Background: an optimization exercise with open tools, aiming at small area, a short achievable clock period and few clock cycles per item. Do not read the settings as production practice.
Function was checked by simulation only, so behaviour that the tests miss may differ from the original.
No activity file was given, so power comes from the tool's default toggle rates.

<file path="flow/run.sh">
#!/bin/bash
# synth_recipe.tcl (not shown) runs the flow's synth.tcl, then flattens the netlist and writes it again
# the make line also repeats each setting of config.mk as NAME=value (left out here)
make -C /OpenROAD-flow-scripts/flow DESIGN_CONFIG=/design/flow/config.mk WORK_HOME=/design/flow/orfs CLKGATE_MAP_FILE= SYNTH_SCRIPT=/design/flow/synth_recipe.tcl finish
</file>
<file path="flow/config.mk">
export PLATFORM = sky130hd
export DESIGN_NAME = lru_value_tracker
export DESIGN_NICKNAME = lru_value_tracker
export VERILOG_FILES = /design/flow/design.v
export SDC_FILE = /design/flow/constraint.sdc
export NUM_CORES = 4
export LEC_CHECK = 0
export CAP_MARGIN = 20
export CORE_MARGIN = 2
export CORE_UTILIZATION = 40
export SLEW_MARGIN = 20
</file>
<file path="flow/constraint.sdc">
create_clock -name core_clock -period 4.4 [get_ports {i_clk}]
set_input_delay 0.8800 -clock core_clock [delete_from_list [all_inputs] [get_ports {i_clk}]]
set_output_delay 0.8800 -clock core_clock [all_outputs]
set_load 0.01 [all_outputs]
</file>
<file path="flow/design.v">
package lvt_pkg;
    localparam int CAP_W   = 5;
    localparam int FIELD_W = 32;
    localparam logic [CAP_W-1:0] CAP_RESET = 5'd16;
    typedef enum logic [1:0] {
        ST_IDLE,
        ST_SEARCH,
        ST_APPLY
    } t_state;
    typedef struct packed {
        logic load_key;
        logic search;
        logic apply;
    } t_cmd;
    typedef struct packed {
        logic hit;
        logic error;
    } t_stat;
endpackage
module lvt_ctrl #(
    parameter int RES_W = 40
) (
    input  logic             i_clk,
    input  logic             i_rst_n,
    input  logic             i_push,
    input  logic [RES_W-1:0] i_res,
    input  logic             i_out_stall,
    output logic             o_hold,
    output logic             o_valid,
    output logic [RES_W-1:0] o_res
);
    logic             r_ov;
    logic             r_sv;
    logic [RES_W-1:0] r_out;
    logic [RES_W-1:0] r_skid;
    logic             pop;
    assign pop = r_ov && !i_out_stall;
    always_ff @(posedge i_clk) begin
        if (!i_rst_n) begin
            r_ov <= 1'b0;
            r_sv <= 1'b0;
        end else begin
            r_ov <= r_sv || i_push || (r_ov && !pop);
            r_sv <= r_ov && !pop && (r_sv || i_push);
        end
    end
    always_ff @(posedge i_clk) begin
        if (!r_sv) r_skid <= i_res;
        if (!r_ov || !i_out_stall) r_out <= r_sv ? r_skid : i_res;
    end
    assign o_hold  = r_sv;
    assign o_valid = r_ov;
    assign o_res   = r_out;
endmodule
module lvt_datapath #(
    parameter int DEPTH      = 16,
    parameter int VALUE_BITS = 32
) (
    input  logic                          i_clk,
    input  logic                          i_rst_n,
    input  logic                          i_cfg_we,
    input  logic [lvt_pkg::CAP_W-1:0]     i_cfg_wdata,
    input  logic                          i_hold,
    input  logic                          i_valid,
    input  logic [lvt_pkg::FIELD_W-1:0]   i_key_value,
    output logic                          o_push,
    output logic                          o_status,
    output logic                          o_hit,
    output logic                          o_evicted_valid,
    output logic [lvt_pkg::FIELD_W-1:0]   o_evicted_value,
    output logic [lvt_pkg::CAP_W-1:0]     o_occupancy
);
    localparam int CNT_W = $clog2(DEPTH + 1);
    logic [VALUE_BITS-1:0] r_list [DEPTH];
    logic [CNT_W-1:0]      r_cnt;
    logic [lvt_pkg::CAP_W-1:0] r_cap;
    logic                  r_va;
    logic [VALUE_BITS-1:0] r_ka;
    logic                  r_vb;
    logic [VALUE_BITS-1:0] r_kb;
    logic [DEPTH-1:0]      r_mb;
    logic                  go;
    logic [DEPTH:0]        lv;
    logic                  cap0;
    logic                  full;
    logic                  found;
    logic                  is_evict;
    logic                  is_insert;
    logic [DEPTH-1:0]      sfx;
    logic [DEPTH-1:0]      missv;
    logic [DEPTH-1:0]      en;
    logic [DEPTH-1:0]      mv;
    logic [DEPTH-1:0]      ma;
    logic                  eqb;
    logic [VALUE_BITS-1:0] last;
    assign go = r_vb && !i_hold;
    always_comb begin
        for (int i = 0; i <= DEPTH; i++) lv[i] = (r_cnt > CNT_W'(i));
        cap0      = (r_cap == '0);
        full      = (r_cnt >= CNT_W'(DEPTH)) || ({1'b0, r_cnt} >= {1'b0, r_cap});
        found     = |r_mb;
        is_evict  = !found && !cap0 && full;
        is_insert = !found && !cap0 && !full;
        for (int i = 0; i < DEPTH; i++) begin
            sfx[i]   = |(r_mb >> i);
            missv[i] = !cap0 && (full ? lv[i] : ((i == 0) ? 1'b1 : lv[(i == 0) ? 0 : i - 1]));
            en[i]    = go && (sfx[i] || (!found && missv[i]));
        end
    end
    always_comb begin
        for (int i = 0; i < DEPTH; i++) mv[i] = (r_list[i] == r_ka) && lv[i];
        eqb = (r_ka == r_kb);
        for (int i = 0; i < DEPTH; i++)
            ma[i] = en[i] ? ((i == 0) ? eqb : mv[(i == 0) ? 0 : i - 1]) : mv[i];
    end
    always_comb begin
        last = '0;
        for (int i = 0; i < DEPTH; i++)
            if (lv[i] && !lv[i + 1]) last = last | r_list[i];
    end
    always_ff @(posedge i_clk) begin
        if (!i_rst_n) begin
            r_cnt <= '0;
            r_cap <= lvt_pkg::CAP_RESET;
            r_va  <= 1'b0;
            r_vb  <= 1'b0;
        end else begin
            if (i_cfg_we) r_cap <= i_cfg_wdata;
            if (go && is_insert) r_cnt <= r_cnt + CNT_W'(1);
            if (!i_hold) begin
                r_va <= i_valid;
                r_vb <= r_va;
            end
        end
    end
    always_ff @(posedge i_clk) begin
        for (int i = 0; i < DEPTH; i++)
            if (en[i]) r_list[i] <= (i == 0) ? r_kb : r_list[(i == 0) ? 0 : i - 1];
        if (!i_hold) begin
            r_ka <= i_key_value;
            r_kb <= r_ka;
            r_mb <= ma;
        end
    end
    assign o_push          = go;
    assign o_status        = !found && cap0;
    assign o_hit           = found;
    assign o_evicted_valid = is_evict;
    assign o_evicted_value = is_evict ? last : '0;
    assign o_occupancy     = lvt_pkg::CAP_W'(r_cnt + CNT_W'(is_insert));
endmodule
module lru_value_tracker #(
    parameter int DEPTH      = 16,
    parameter int VALUE_BITS = 32
) (
    input  logic                               i_clk,
    input  logic                               i_rst_n,
    input  logic                               i_cfg_we,
    input  logic [lvt_pkg::CAP_W-1:0]          i_cfg_wdata,
    input  logic                               i_valid,
    output logic                               o_stall,
    input  logic signed [lvt_pkg::FIELD_W-1:0] i_key_value,
    output logic                               o_valid,
    input  logic                               i_stall,
    output logic                               o_status,
    output logic                               o_hit,
    output logic                               o_evicted_valid,
    output logic signed [lvt_pkg::FIELD_W-1:0] o_evicted_value,
    output logic [lvt_pkg::CAP_W-1:0]          o_occupancy
);
    localparam int RES_W = 3 + lvt_pkg::FIELD_W + lvt_pkg::CAP_W;
    logic             hold;
    logic             push;
    logic             st, hit, evv;
    logic [lvt_pkg::FIELD_W-1:0] evval;
    logic [lvt_pkg::CAP_W-1:0]   occ;
    logic [RES_W-1:0] res;
    lvt_datapath #(
        .DEPTH      (DEPTH),
        .VALUE_BITS (VALUE_BITS)
    ) u_datapath (
        .i_clk           (i_clk),
        .i_rst_n         (i_rst_n),
        .i_cfg_we        (i_cfg_we),
        .i_cfg_wdata     (i_cfg_wdata),
        .i_hold          (hold),
        .i_valid         (i_valid),
        .i_key_value     (i_key_value),
        .o_push          (push),
        .o_status        (st),
        .o_hit           (hit),
        .o_evicted_valid (evv),
        .o_evicted_value (evval),
        .o_occupancy     (occ)
    );
    lvt_ctrl #(
        .RES_W (RES_W)
    ) u_ctrl (
        .i_clk       (i_clk),
        .i_rst_n     (i_rst_n),
        .i_push      (push),
        .i_res       ({st, hit, evv, evval, occ}),
        .i_out_stall (i_stall),
        .o_hold      (hold),
        .o_valid     (o_valid),
        .o_res       (res)
    );
    assign o_stall = hold;
    assign {o_status, o_hit, o_evicted_valid, o_evicted_value, o_occupancy} = res;
endmodule
</file>
==> summary.txt <==
kinds of logic after synthesis:
family | Yosys count
compound gates | 352
simple gates | 400
mux | 44
flops | 686
fa+ha+maj | 11
xor+xnor | 551
buf+inv | 146
layout by cell type, fill, tap and decap left out, types with 16 or more instances in the layout:
master,synthesis,routed
nor4_1,44,40
clkbuf_1,64,16
nor3_1,19,18
a21oi_1,25,24
nor2_1,21,17
o21ai_0,21,21
nand3_1,39,38
a222oi_1,49,49
edfxtp_1,632,632
mux2i_1,40,40
buf_12,0,17
a32oi_1,26,26
xor2_1,71,71
nand4_1,130,130
a22oi_1,131,131
nand2_1,95,94
clkbuf_16,0,77
buf_4,3,82
xnor2_1,479,479
clkdlybuf4s50_1,0,83
a211oi_1,20,20
a21boi_0,22,22
dfxtp_1,54,52
flip-flops by register name, indices dropped and copies added (netlist names):
name               flops
u_ctrl.r_sv            1
u_datapath.r_cap       5
u_datapath.r_mb       16
u_datapath.r_ka       32
u_ctrl.r_out          40
u_datapath.r_kb       32
u_datapath.r_cnt       5
u_ctrl.r_ov            1
u_datapath.r_list    512
u_datapath.r_va        1
u_datapath.r_vb        1
u_ctrl.r_skid         40
report_power, final:
part	switching (W)	internal, W
registers	0.000162	0.00714
clock network	0.00279	0.00391
logic	0.000618	0.000338
final cells by class:
cell class / count / area (µm²) / share of cell area
Antenna cell: 1 / 2.50 / 0.0000688
Tap cell: 1040 / 1300 / 0.0358
Timing Repair Buffer: 182 / 1790 / 0.0491
Inverter: 10 / 40.0 / 0.00110
Sequential cell: 686 / 20100 / 0.552
Clock inverter: 42 / 500 / 0.0138
Clock buffer: 98 / 2060 / 0.0565
Multi-Input combinational cell: 1358 / 10600 / 0.292
through the flow:
stage / setup WS (ns) / total power (W)
after floorplan: -0.350 / 0.00782
after global placement: 0.816 / 0.00836
after detailed placement: 0.831 / 0.00835
after CTS: 0.809 / 0.0149
after global routing: 0.545 / 0.0152
final: 0.652 / 0.0150
metal layers:
layer  GRT usage  vias to the layer above
li1            -                     8684
met1       0.476                    11300
met2       0.519                     1959
met3      0.0999                      330
met4       0.200                       12
met5           0                        -
critical path, delay by kind of cell, from the launching register on:
| family | cells | cell delay, ns |
|---|---|---|
| flops | 1 | 0.68 |
| simple gates | 3 | 1.55 |
| mux | 1 | 0.32 |
| xor+xnor | 1 | 0.98 |
worst min-delay path by stage:
| stage | startpoint | end | slack, ns | cells after the start |
|---|---|---|---|---|
| finish | u_ctrl.r_skid[37] | u_ctrl.r_skid[37] | 0.44 | 2 |
| global route | u_ctrl.r_skid[37] | u_ctrl.r_skid[37] | 0.48 | 2 |
| CTS | u_ctrl.r_skid[37] | u_ctrl.r_skid[37] | 0.45 | 2 |
| detailed placement | u_ctrl.r_skid[37] | u_ctrl.r_skid[37] | 0.43 | 2 |
| global placement | u_ctrl.r_skid[37] | u_ctrl.r_skid[37] | 0.42 | 2 |
| floorplan | u_ctrl.r_skid[37] | u_ctrl.r_skid[37] | 0.41 | 2 |
==> impl_metrics.ini <==
[die]
core-area_mm2 = 0.0771
rows = 102
die_h_um = 283
start_util = 0.403
dieWidth_um = 283
dieArea_mm2 = 0.0798
ioPinCount = 84

[global_routing]
grt_pass1_vias = 20800
grt_max_degree = 61
grt_use_total = 0.355
antenna_found_initial = 8
grt_pass1_wl_mm = 189
overflow = 0

[yosys]
synth_common_cells = edfxtp_1 (632), xnor2_1 (479), a22oi_1 (131)
synth_top_family_by_area = XOR/XNOR gates
synth_fa_ha_area_frac = 0.00444
syn_nets = 2243
synth_compound_area_frac = 0.0873
synth_top_area_frac = 0.612
netlist_instances = 2190
yosys.area.top_type = edfxtp_1
ys_types = 61
syn_avg_cell_area_um2 = 14.2
synthesis.area_mm2 = 0.0310
synth_edf_count = 632
synth_area_leaders = edfxtp_1 (61%), xnor2_1 (14%), dfxtp_1 (3.5%)
ys_warn_count = 3
ys_seq_area_frac = 0.646
async_flop_share = 0
synth-simple-area-share = 0.0710
synthMuxAreaShare = 0.0144
synth_flop_cell = edfxtp_1
ys_ff_latch = 686
yosysMostFrequentCell = edfxtp_1
synthXorXnorAreaFrac = 0.156

[detailed_routing]
drc = 0
drtPass1Iterations = 10
routed_wl_mm = 142
met1_length_mm = 53.4
wire_per_inst_um = 41.6
route.met3.wl_mm = 18.7
wl_met2_mm = 60.5
via_per_inst = 6.51
via_count = 22200
drt-initial-drc-count = 4509
top_layer = met5
ant_nets = 0

[sta]
setup_viol = 0
hold_viol = 0
finalMaxSlewViolations = 0
fin_crit_ns = 3.75
hold_ws_ns = 0.443
finClkSkew_ns = 0.0282
slew_headroom = 0.188
period_share = 0.852
rsz0062_at_grt = false
worst_pin_slew_ns = 1.22
max_freq_mhz = 267
finalSetupTns_ns = 0

[power_and_ir_drop]
power.leakage_nw = 11.3
power_per_cell_area_mw_per_mm2 = 411
worst_ir_drop_vdd_mv = 0.247

[cells_and_area]
final_nets = 2368
drive_gt1_frac = 0.108
fin_util = 0.472
finalNonFillerCells = 3417
n_fill_cell = 6810
fin_area_mm2 = 0.0364
areaGrowthSynthToFinish_pct = 17.2

[setup_path]
endpoint_kind = register
reg2reg_slack_ns = 0.65
cp_cell_sequence = xnor2_1 > nand4_1 > nor4_1 > nand3_1 > mux2i_1
r2r_start = u_datapath.r_ka[29]
critPathLaunch = u_datapath.r_ka[29]
worstReg2RegEnd = u_datapath.r_mb[11]
start_kind = register
crit_end = u_datapath.r_mb[11]
cp.required_ns = 4.83
crit_slowest_cell = xnor2_1
critical_path.max_stage_delay_ns = 0.98
reg2regPathDepth = 5
cp_max_fo = 10
path_class = register to register
arrival_ns = 4.17

[clock_network]
post_cts_resized = 0
htreeDepth = 3
cts_root_buffer = clkbuf_16
cts_tree = done
cts_setup_buffers = 0
clk_latency_ns = 0.64
hold_buffers = 0
path_clk_slew_ns = 0.06
cts_max_path_buffers = 3
cts_buffers = 77
cts.sinks = 686

[run_status]
status = complete, no violations

[place]
portBuffers = 83
hpwl_mm = 103
gp_congestion = 1.09
place_area_mm2 = 0.0338
place_inst = 3275

[run]
drv_cap = 0

[worst_hold_path]
hp-class = register to register
Testbench counts, summed over its fixed seeds: cycles 16,024, items 16,000.

==> static timing again, ports no longer ideal <==
No port has a modelled driver above. Below, the same layout with a new extraction and two added sets of constraints. Step 1 sets driving cells, clkbuf_16 on the clock port and buf_2 on the other inputs (assumed; they add their load-dependent delay and slew). Step 2, shift: input delay + t, output delay - t, t = (earliest + latest rising clock arrival at the registers) / 2. This alone moves slack from input paths to output paths. Slacks: no drivers / after step 1 / after step 2; pairs: no drivers / after step 1.
t, ns: 0.704
setup slack, ns: 0.652 / 0.652 / 0.652
worst register clock-pin slew, ns: 0.07 / 0.07
worst data-port slew with drivers (ns): 0.05
After both steps this run still meets setup and hold. For this run, drivers alone change the setup slack by 0.000 ns; drivers and shift together by 0.000 ns.
